Source: an optimization exercise on an open RTL-to-GDS flow (aim: small area). Production flows keep margins and buffers that such runs may drop. At most, simulation tests tie the RTL to the original design; equivalence was not proved. The clock port is modelled as an ideal driver; clocking choices that lean on that would not hold on a real chip. Power is estimated from default activity; no workload was simulated.

job 1191:
==> flow/design.v (excerpt) <==
module bus_message_endpoint #(
  parameter logic [31:0] NODE_ID  = 32'd5,
  parameter int          TX_DEPTH = 4,
  parameter int          RX_DEPTH = 4
) (
  input  logic        clk,
  input  logic        rst_n,
  input  logic        flush,
  input  logic        core_val_i,
  output logic        core_ack_o,
  input  logic [31:0] core_dst_i,
  input  logic [31:0] core_tag_i,
  input  logic [63:0] core_msg_i,
  output logic        core_val_o,
  input  logic        core_rdy_i,
  output logic [31:0] core_src_o,
  output logic [31:0] core_tag_o,
  output logic [63:0] core_msg_o,
  output logic        net_tx_val_o,
  input  logic        net_tx_rdy_i,
  output logic [31:0] net_tx_dst_o,
  output logic [31:0] net_tx_src_o,
  output logic [31:0] net_tx_tag_o,
  output logic [63:0] net_tx_msg_o,
  input  logic        net_rx_val_i,
  output logic        net_rx_rdy_o,
  input  logic [31:0] net_rx_dst_i,
  input  logic [31:0] net_rx_src_i,
  input  logic [31:0] net_rx_tag_i,
  input  logic [63:0] net_rx_msg_i,
  output logic [15:0] drop_count_o
);
For scale: ~3500 cells after synthesis, roughly 39000 µm² of cells after synthesis.
Settings: LEC_CHECK=0, CAP_MARGIN=5, CORE_MARGIN=2, CORE_UTILIZATION=75, PLACE_DENSITY=0.85, SLEW_MARGIN=5, SYNTH_HIERARCHICAL=1; clock period 8.0 ns.
standard.sh (not shown) runs the stock make flow with config.mk's settings and CLKGATE_MAP_FILE= SYNTH_SCRIPT=/design/flow/synth_recipe.tcl, a recipe that flattens the netlist after the stock synthesis.
==> flow/flow/run.sh <==
#!/bin/bash
# Standard layout (the standard.sh, standard synthesis unchanged), built with:
#  - the smallest buffer cell as the port buffers;
#  - a clock tree of clkbuf_4 cells over clusters of up to 9 flip-flops (50 um across), with no
#    dummy loads;
#  - an area recovery step after clock tree synthesis (flow/post_cts.tcl).
set -euo pipefail
here=$(pwd)
bash standard.sh \
  "BUFFER_PORTS_ARGS=-buffer_cell sky130_fd_sc_hd__buf_1" \
  "CTS_ARGS=-sink_clustering_enable -repair_clock_nets -dont_use_dummy_load -buf_list sky130_fd_sc_hd__clkbuf_4 -sink_clustering_size 9 -sink_clustering_max_diameter 50" \
  "POST_CTS_TCL=$here/flow/post_cts.tcl" \
  finish > "$here/standard.log" 2>&1
==> flow/flow/post_cts.tcl <==
# Area recovery after clock tree synthesis: downsize cells off the critical
# paths (any footprint), then legalize again.
estimate_parasitics -placement
repair_timing -recover_power 100 -verbose
detailed_placement
check_placement -verbose
estimate_parasitics -placement
report_worst_slack -max
report_worst_slack -min
Looking at the reports, job 1191 completed the entire flow and the layout it produced met the timing, design-rule and antenna checks.
Input changes introduced in job 3841 (baseline for comparison: job 1191):
Settings: CAP_MARGIN now 10, was 5; CORE_UTILIZATION now 65, was 75; PLACE_DENSITY now 0.75, was 0.85; SLEW_MARGIN now 10, was 5.
diff --git a/flow/flow/run.sh b/flow/flow/run.sh
--- a/flow/flow/run.sh
+++ b/flow/flow/run.sh
@@ -4 +4 @@
-#  - a clock tree of clkbuf_4 cells over clusters of up to 9 flip-flops (50 um across), with no
+#  - a clock tree of clkbuf_4 cells over clusters of up to 10 flip-flops (55 um across), with no
@@ -11 +11 @@
-  "CTS_ARGS=-sink_clustering_enable -repair_clock_nets -dont_use_dummy_load -buf_list sky130_fd_sc_hd__clkbuf_4 -sink_clustering_size 9 -sink_clustering_max_diameter 50" \
+  "CTS_ARGS=-sink_clustering_enable -repair_clock_nets -dont_use_dummy_load -buf_list sky130_fd_sc_hd__clkbuf_4 -sink_clustering_size 10 -sink_clustering_max_diameter 55" \
Results
Job 1191: full flow OK, the timing, design-rule and antenna checks passed. Job 3841 finished end to end and its layout was clean on timing, DRC and antenna. Of the two values seen for capturing element of the worst setup path, u_rx_fifo.u_store.mem_q[3][127]$_DFF_P_ was produced by job 1191 and core_ack_o by job 3841. On job 3841: worst slew slack as a fraction of its limit is 9.9 points higher than what job 1191 gave. Between job 3841 and job 1191, the sequential share of layout area does not differ in any meaningful way. The estimated power of job 3841 ends up lower than the estimate for job 1191. NOTE: clock period minus final worst setup slack in job 3841 exceeds that of job 1191. Against job 1191 as the reference, job 3841 delivers a lower power density over the cells. Area growth from synthesis to final layout: job 3841 higher than job 1191.
The following lists how job 2756 was set up differently from job 3841:
Settings: SLEW_MARGIN now 20, was 10; CAP_MARGIN now 20, was 10.
diff --git a/flow/flow/run.sh b/flow/flow/run.sh
--- a/flow/flow/run.sh
+++ b/flow/flow/run.sh
@@ -4 +4 @@
-#  - a clock tree of clkbuf_4 cells over clusters of up to 10 flip-flops (55 um across), with no
+#  - a clock tree of clkbuf_4 cells over clusters of up to 9 flip-flops (50 um across), with no
@@ -11 +11 @@
-  "CTS_ARGS=-sink_clustering_enable -repair_clock_nets -dont_use_dummy_load -buf_list sky130_fd_sc_hd__clkbuf_4 -sink_clustering_size 10 -sink_clustering_max_diameter 55" \
+  "CTS_ARGS=-sink_clustering_enable -repair_clock_nets -dont_use_dummy_load -buf_list sky130_fd_sc_hd__clkbuf_4 -sink_clustering_size 9 -sink_clustering_max_diameter 50" \
### Flow results
Lower critical path depth goes to job 3841 over job 2756.
Job 2756 against job 3841: share of post-route cells with drive strength above 1 went up 0.61 points; wire length of the first global-routing pass went up about 0.7%; worst path setup slack after routing higher.
Maximum number of pins on one net before global-route repair delta (job 3841 -> job 2756): insignificant
### job 2756 -> job 8191
Settings: changing CAP_MARGIN from 20 to 10; changing SLEW_MARGIN from 20 to 10; changing PLACE_DENSITY from 0.75 to 0.85; changing CORE_UTILIZATION from 65 to 75.
## What came out
Non-clock buffer area fraction after layout: job 8191 lower than job 2756. The net switching fraction of the power of job 8191 and that of job 2756 are within noise of each other. Job 8191 vs job 2756: cell area down in job 8191. Looking at clock period minus worst slack, job 8191 sits 0.021 ns above job 2756.
Modified inputs, job 800 compared to job 8191
Settings: PLACE_DENSITY changed from 0.85 to 0.75; CORE_UTILIZATION changed from 75 to 65.
diff --git a/flow/flow/run.sh b/flow/flow/run.sh
--- a/flow/flow/run.sh
+++ b/flow/flow/run.sh
@@ -4 +4 @@
-#  - a clock tree of clkbuf_4 cells over clusters of up to 9 flip-flops (50 um across), with no
+#  - a clock tree of clkbuf_4 cells over clusters of up to 10 flip-flops (50 um across), with no
@@ -11 +11 @@
-  "CTS_ARGS=-sink_clustering_enable -repair_clock_nets -dont_use_dummy_load -buf_list sky130_fd_sc_hd__clkbuf_4 -sink_clustering_size 9 -sink_clustering_max_diameter 50" \
+  "CTS_ARGS=-sink_clustering_enable -repair_clock_nets -dont_use_dummy_load -buf_list sky130_fd_sc_hd__clkbuf_4 -sink_clustering_size 10 -sink_clustering_max_diameter 50" \
### Flow results
- Compared with job 8191, job 800 shows clock input transition at the sequential cells of the worst setup and hold paths higher by 0.02 ns.
- The higher core utilization of job 800 and job 8191 is in job 8191.
- Changes observed in job 800 relative to job 8191: sequential cell area share decreased 0.20 points; area overhead of the layout relative to synthesis increased 0.40 points; count of clock buffers in the final design decreased 16; final non-filler cell area increased about 0.4%.


Another version of the RTL of bus_message_endpoint (not shown whole).
Size: roughly 1100 flip-flops, about 600 I/O pins.
export LEC_CHECK = 0
export CAP_MARGIN = 20
export CORE_MARGIN = 2
export CORE_UTILIZATION = 78
export PLACE_DENSITY = 0.88
export SLEW_MARGIN = 20
create_clock -name core_clock -period 8.0 [get_ports {clk}]
==> flow/flow/run.sh <==
#!/bin/bash
# Standard layout (the standard.sh, standard synthesis unchanged), built with:
#  - the smallest buffer cell as the port buffers;
#  - a clock tree of clkbuf_4 cells over clusters of up to 9 flip-flops (50 um across), with no
#    dummy loads;
#  - an area recovery step after clock tree synthesis (flow/post_cts.tcl).
set -euo pipefail
here=$(pwd)
bash standard.sh \
  "BUFFER_PORTS_ARGS=-buffer_cell sky130_fd_sc_hd__buf_1" \
  "CTS_ARGS=-sink_clustering_enable -repair_clock_nets -dont_use_dummy_load -buf_list sky130_fd_sc_hd__clkbuf_4 -sink_clustering_size 9 -sink_clustering_max_diameter 50" \
  "POST_CTS_TCL=$here/flow/post_cts.tcl" \
  finish > "$here/standard.log" 2>&1
Scripts as last shown in full above: flow/flow/post_cts.tcl
The starting point went through all stages and came out clean.
Change:
==> flow/flow/run.sh (replaced) <==
#!/bin/bash
# Standard layout (the standard.sh, standard synthesis unchanged), built with:
#  - the smallest buffer cell as the port buffers;
#  - a clock tree of clkbuf_4 cells over clusters of up to 10 flip-flops, with no
#    dummy loads;
#  - an area recovery step after clock tree synthesis (flow/post_cts.tcl).
set -euo pipefail
here=$(pwd)
bash standard.sh \
  "BUFFER_PORTS_ARGS=-buffer_cell sky130_fd_sc_hd__buf_1" \
  "CTS_ARGS=-sink_clustering_enable -repair_clock_nets -dont_use_dummy_load -buf_list sky130_fd_sc_hd__clkbuf_4 -sink_clustering_size 10 -sink_clustering_max_diameter 60" \
  "POST_CTS_TCL=$here/flow/post_cts.tcl" \
  finish > "$here/standard.log" 2>&1
CORE_UTILIZATION = 65   (was 78)
PLACE_DENSITY = 0.75   (was 0.88)
=> The changed run finished clean; clock-buffer cell count drops by 19; total power decreases by about 1.8%; routed wire length is lower by about 5%; global-route usage is lower by 8.2 points; setup slack improved by 0.093 ns; synthesized cell count is unchanged; register-to-register slack hardly moves; cell count climbs by about 2.4%; flip-flop and latch count does not change; utilization shrinks by 15 points.
Change:
==> flow/flow/run.sh (replaced) <==
#!/bin/bash
# Standard layout (the standard.sh, standard synthesis unchanged), built with:
#  - the smallest buffer cell as the port buffers;
#  - a clock tree of clkbuf_4 cells over clusters of up to 9 flip-flops (50 um across), with no
#    dummy loads;
#  - an area recovery step after clock tree synthesis (flow/post_cts.tcl).
set -euo pipefail
here=$(pwd)
bash standard.sh \
  "BUFFER_PORTS_ARGS=-buffer_cell sky130_fd_sc_hd__buf_1" \
  "CTS_ARGS=-sink_clustering_enable -repair_clock_nets -dont_use_dummy_load -buf_list sky130_fd_sc_hd__clkbuf_4 -sink_clustering_size 9 -sink_clustering_max_diameter 50" \
  "POST_CTS_TCL=$here/flow/post_cts.tcl" \
  finish > "$here/standard.log" 2>&1
Global-route usage rose by 0.33 points.
Clock skew stays flat.
Hold slack got worse by 0.0060 ns.
Combinational power stays flat.
Utilization increases by 0.31 points.
Worst setup slack is better by 0.011 ns.
Design area goes up by 0.43%.
Clock power goes up by about 8%.


The RTL this note starts from:
==> flow/design.v <==
module bus_message_endpoint_fifo #(
  parameter int W     = 8,
  parameter int DEPTH = 4
) (
  input  logic         clk,
  input  logic         rst_n,
  input  logic         clear_i,
  input  logic         push_i,
  input  logic [W-1:0] wdata_i,
  input  logic         pop_i,
  output logic [W-1:0] rdata_o,
  output logic         full_o,
  output logic         empty_o
);
  localparam int AW = $clog2(DEPTH);
  localparam logic [AW:0] PTR_ONE = {{AW{1'b0}}, 1'b1};
  logic [W-1:0] mem_q [DEPTH];
  logic [AW:0]  wptr_q, wptr_d;
  logic [AW:0]  rptr_q, rptr_d;
  logic         push_ok, pop_ok;
  assign full_o  = (wptr_q[AW] != rptr_q[AW]) && (wptr_q[AW-1:0] == rptr_q[AW-1:0]);
  assign empty_o = (wptr_q == rptr_q);
  always_comb begin
    rdata_o = '0;
    for (int i = 0; i < DEPTH; i++)
      rdata_o = rdata_o | (mem_q[i] & {W{rptr_q[AW-1:0] == AW'(i)}});
  end
  assign push_ok = push_i & ~full_o & ~clear_i;
  assign pop_ok  = pop_i & ~empty_o & ~clear_i;
  always_comb begin
    wptr_d = wptr_q;
    rptr_d = rptr_q;
    if (clear_i) begin
      wptr_d = '0;
      rptr_d = '0;
    end else begin
      if (push_ok) wptr_d = wptr_q + PTR_ONE;
      if (pop_ok)  rptr_d = rptr_q + PTR_ONE;
    end
  end
  always_ff @(posedge clk or negedge rst_n) begin
    if (!rst_n) begin
      wptr_q <= '0;
      rptr_q <= '0;
    end else begin
      wptr_q <= wptr_d;
      rptr_q <= rptr_d;
    end
  end
  always_ff @(posedge clk) begin
    if (push_ok) mem_q[wptr_q[AW-1:0]] <= wdata_i;
  end
endmodule
module bus_message_endpoint #(
  parameter logic [31:0] NODE_ID  = 32'd5,
  parameter int          TX_DEPTH = 4,
  parameter int          RX_DEPTH = 4
) (
  input  logic        clk,
  input  logic        rst_n,
  input  logic        flush,
  input  logic        core_val_i,
  output logic        core_ack_o,
  input  logic [31:0] core_dst_i,
  input  logic [31:0] core_tag_i,
  input  logic [63:0] core_msg_i,
  output logic        core_val_o,
  input  logic        core_rdy_i,
  output logic [31:0] core_src_o,
  output logic [31:0] core_tag_o,
  output logic [63:0] core_msg_o,
  output logic        net_tx_val_o,
  input  logic        net_tx_rdy_i,
  output logic [31:0] net_tx_dst_o,
  output logic [31:0] net_tx_src_o,
  output logic [31:0] net_tx_tag_o,
  output logic [63:0] net_tx_msg_o,
  input  logic        net_rx_val_i,
  output logic        net_rx_rdy_o,
  input  logic [31:0] net_rx_dst_i,
  input  logic [31:0] net_rx_src_i,
  input  logic [31:0] net_rx_tag_i,
  input  logic [63:0] net_rx_msg_i,
  output logic [15:0] drop_count_o
);
  localparam int TXW = 128;
  localparam int RXW = 128;
  logic           active;
  logic           core_is_local, local_cand;
  logic           net_match, net_cand, contention;
  logic           local_grant, net_grant;
  logic           remote_ack, local_ack;
  logic           net_acc, net_drop;
  logic           tx_push, tx_pop, tx_full, tx_empty;
  logic           rx_push, rx_pop, rx_full, rx_empty;
  logic [TXW-1:0] tx_wdata, tx_head;
  logic [RXW-1:0] rx_wdata, rx_head;
  logic           last_local_q, last_local_d;
  logic [15:0]    drop_count_q, drop_count_d;
  assign active        = rst_n & ~flush;
  assign core_is_local = (core_dst_i == NODE_ID);
  assign local_cand    = core_val_i & core_is_local;
  assign net_match     = (net_rx_dst_i == NODE_ID);
  assign net_cand      = net_rx_val_i & net_match;
  assign contention    = local_cand & net_cand;
  assign local_grant = ~net_cand | ~last_local_q;
  assign net_grant   = ~local_cand | (net_cand & last_local_q);
  assign remote_ack = active & core_val_i & ~core_is_local & ~tx_full;
  assign local_ack  = active & local_cand & local_grant & ~rx_full;
  assign core_ack_o = remote_ack | local_ack;
  assign net_rx_rdy_o = active & (net_match ? (~rx_full & net_grant) : 1'b1);
  assign net_acc      = net_rx_val_i & net_rx_rdy_o & net_match;
  assign net_drop     = net_rx_val_i & net_rx_rdy_o & ~net_match;
  assign tx_push  = remote_ack;
  assign tx_wdata = {core_dst_i, core_tag_i, core_msg_i};
  assign rx_push  = local_ack | net_acc;
  assign rx_wdata = local_ack ? {NODE_ID, core_tag_i, core_msg_i}
                              : {net_rx_src_i, net_rx_tag_i, net_rx_msg_i};
  assign core_val_o   = active & ~rx_empty;
  assign rx_pop       = core_val_o & core_rdy_i;
  assign net_tx_val_o = active & ~tx_empty;
  assign tx_pop       = net_tx_val_o & net_tx_rdy_i;
  assign {core_src_o, core_tag_o, core_msg_o}   = rx_head;
  assign {net_tx_dst_o, net_tx_tag_o, net_tx_msg_o} = tx_head;
  assign net_tx_src_o = NODE_ID;
  assign drop_count_o = drop_count_q;
  always_comb begin
    last_local_d = last_local_q;
    if (flush) begin
      last_local_d = 1'b0;
    end else if (contention && !rx_full) begin
      last_local_d = local_ack;
    end
  end
  always_comb begin
    drop_count_d = drop_count_q;
    if (net_drop && (drop_count_q != 16'hFFFF)) drop_count_d = drop_count_q + 16'd1;
  end
  always_ff @(posedge clk or negedge rst_n) begin
    if (!rst_n) begin
      last_local_q <= 1'b0;
      drop_count_q <= 16'd0;
    end else begin
      last_local_q <= last_local_d;
      drop_count_q <= drop_count_d;
    end
  end
  bus_message_endpoint_fifo #(.W(TXW), .DEPTH(TX_DEPTH)) u_tx_fifo (
    .clk     (clk),
    .rst_n   (rst_n),
    .clear_i (flush),
    .push_i  (tx_push),
    .wdata_i (tx_wdata),
    .pop_i   (tx_pop),
    .rdata_o (tx_head),
    .full_o  (tx_full),
    .empty_o (tx_empty)
  );
  bus_message_endpoint_fifo #(.W(RXW), .DEPTH(RX_DEPTH)) u_rx_fifo (
    .clk     (clk),
    .rst_n   (rst_n),
    .clear_i (flush),
    .push_i  (rx_push),
    .wdata_i (rx_wdata),
    .pop_i   (rx_pop),
    .rdata_o (rx_head),
    .full_o  (rx_full),
    .empty_o (rx_empty)
  );
endmodule
export LEC_CHECK = 0
export CAP_MARGIN = 20
export CORE_MARGIN = 2
export CORE_UTILIZATION = 65
export PLACE_DENSITY = 0.75
export SLEW_MARGIN = 20
create_clock -name core_clock -period 8.0 [get_ports {clk}]
==> flow/flow/run.sh <==
#!/bin/bash
# Standard layout, with two changes to how it is built: the port buffers are the
# smallest buffer cell, and clock tree synthesis inserts no dummy loads.
set -euo pipefail
bash standard.sh \
  "BUFFER_PORTS_ARGS=-buffer_cell sky130_fd_sc_hd__buf_1" \
  "CTS_ARGS=-sink_clustering_enable -repair_clock_nets -dont_use_dummy_load" \
  finish > standard.log 2>&1
The starting point completed with no timing, DRC or antenna violations.
Rerun with:
==> flow/run.sh (new file) <==
#!/bin/bash
# synth_recipe.tcl (not shown) runs the flow's synth.tcl, then flattens the netlist and writes it again
# the make line also repeats each setting of config.mk as NAME=value (left out here)
make -C /OpenROAD-flow-scripts/flow DESIGN_CONFIG=/design/flow/config.mk WORK_HOME=/design/flow/orfs CLKGATE_MAP_FILE= SYNTH_SCRIPT=/design/flow/synth_recipe.tcl finish
removed: flow/flow/run.sh
removed: flow/standard.sh
=>
- setup slack loses 0.68 ns
- final area goes up by about 9%
- count of clock-buffer cells in the layout came out higher by 31
- die area is unchanged
- hold slack is about the same
- sequential power is about the same
- register-to-register slack is worse by 0.04 ns
- clock power is higher by about 13%
- flip-flop and latch count stays the same
- global-route usage grows by 1.7 points
- power is higher by about 6.4%
No functional check of the RTL was part of any run of this note.

==> static timing again, ports no longer ideal <==
How much do the figures lean on ideal ports? The routed layouts below were timed once more, with nothing changed but the port constraints. Step 1, drivers: a clkbuf_16 drives clk and a buf_2 each remaining input, both assumed. Step 2 moves the port delays by t, midway between the first and last clock arrival at a register: inputs arrive t later, outputs are due t later. That takes back most of the time a late clock gives input paths. Three values: ideal ports, drivers, drivers and shift; two values: the first two.
run | t, ns | setup WS [ns] | clock arrival spread, ns
job 1191 | 1.066 | 2.440 / 2.478 / 1.412 | 0.061 / 0.061
job 3841 | 0.973 | 2.400 / 2.372 / 1.902 | 0.092 / 0.092
job 2756 | 1.080 | 2.553 / 2.527 / 1.781 | 0.072 / 0.072
job 8191 | 1.067 | 2.532 / 2.505 / 1.529 | 0.065 / 0.064
job 800 | 0.980 | 2.345 / 2.316 / 1.772 | 0.101 / 0.102
the first run of note 2 | 1.047 | 1.914 / 1.887 / 1.887 | 0.093 / 0.093
the second run of note 2 | 0.958 | 2.008 / 1.986 / 1.986 | 0.113 / 0.113
the third run of note 2 | 0.992 | 2.019 / 1.997 / 1.997 | 0.114 / 0.114
the first run of note 3 | 0.695 | 2.413 / 2.382 / 2.382 | 0.047 / 0.047
the second run of note 3 | 0.710 | 1.731 / 1.705 / 1.705 | 0.039 / 0.039
After both steps setup and hold are still met in every run listed. The setup slack of job 1191, which loses most, moves by +0.038 ns with the drivers and by -1.028 ns with both steps.
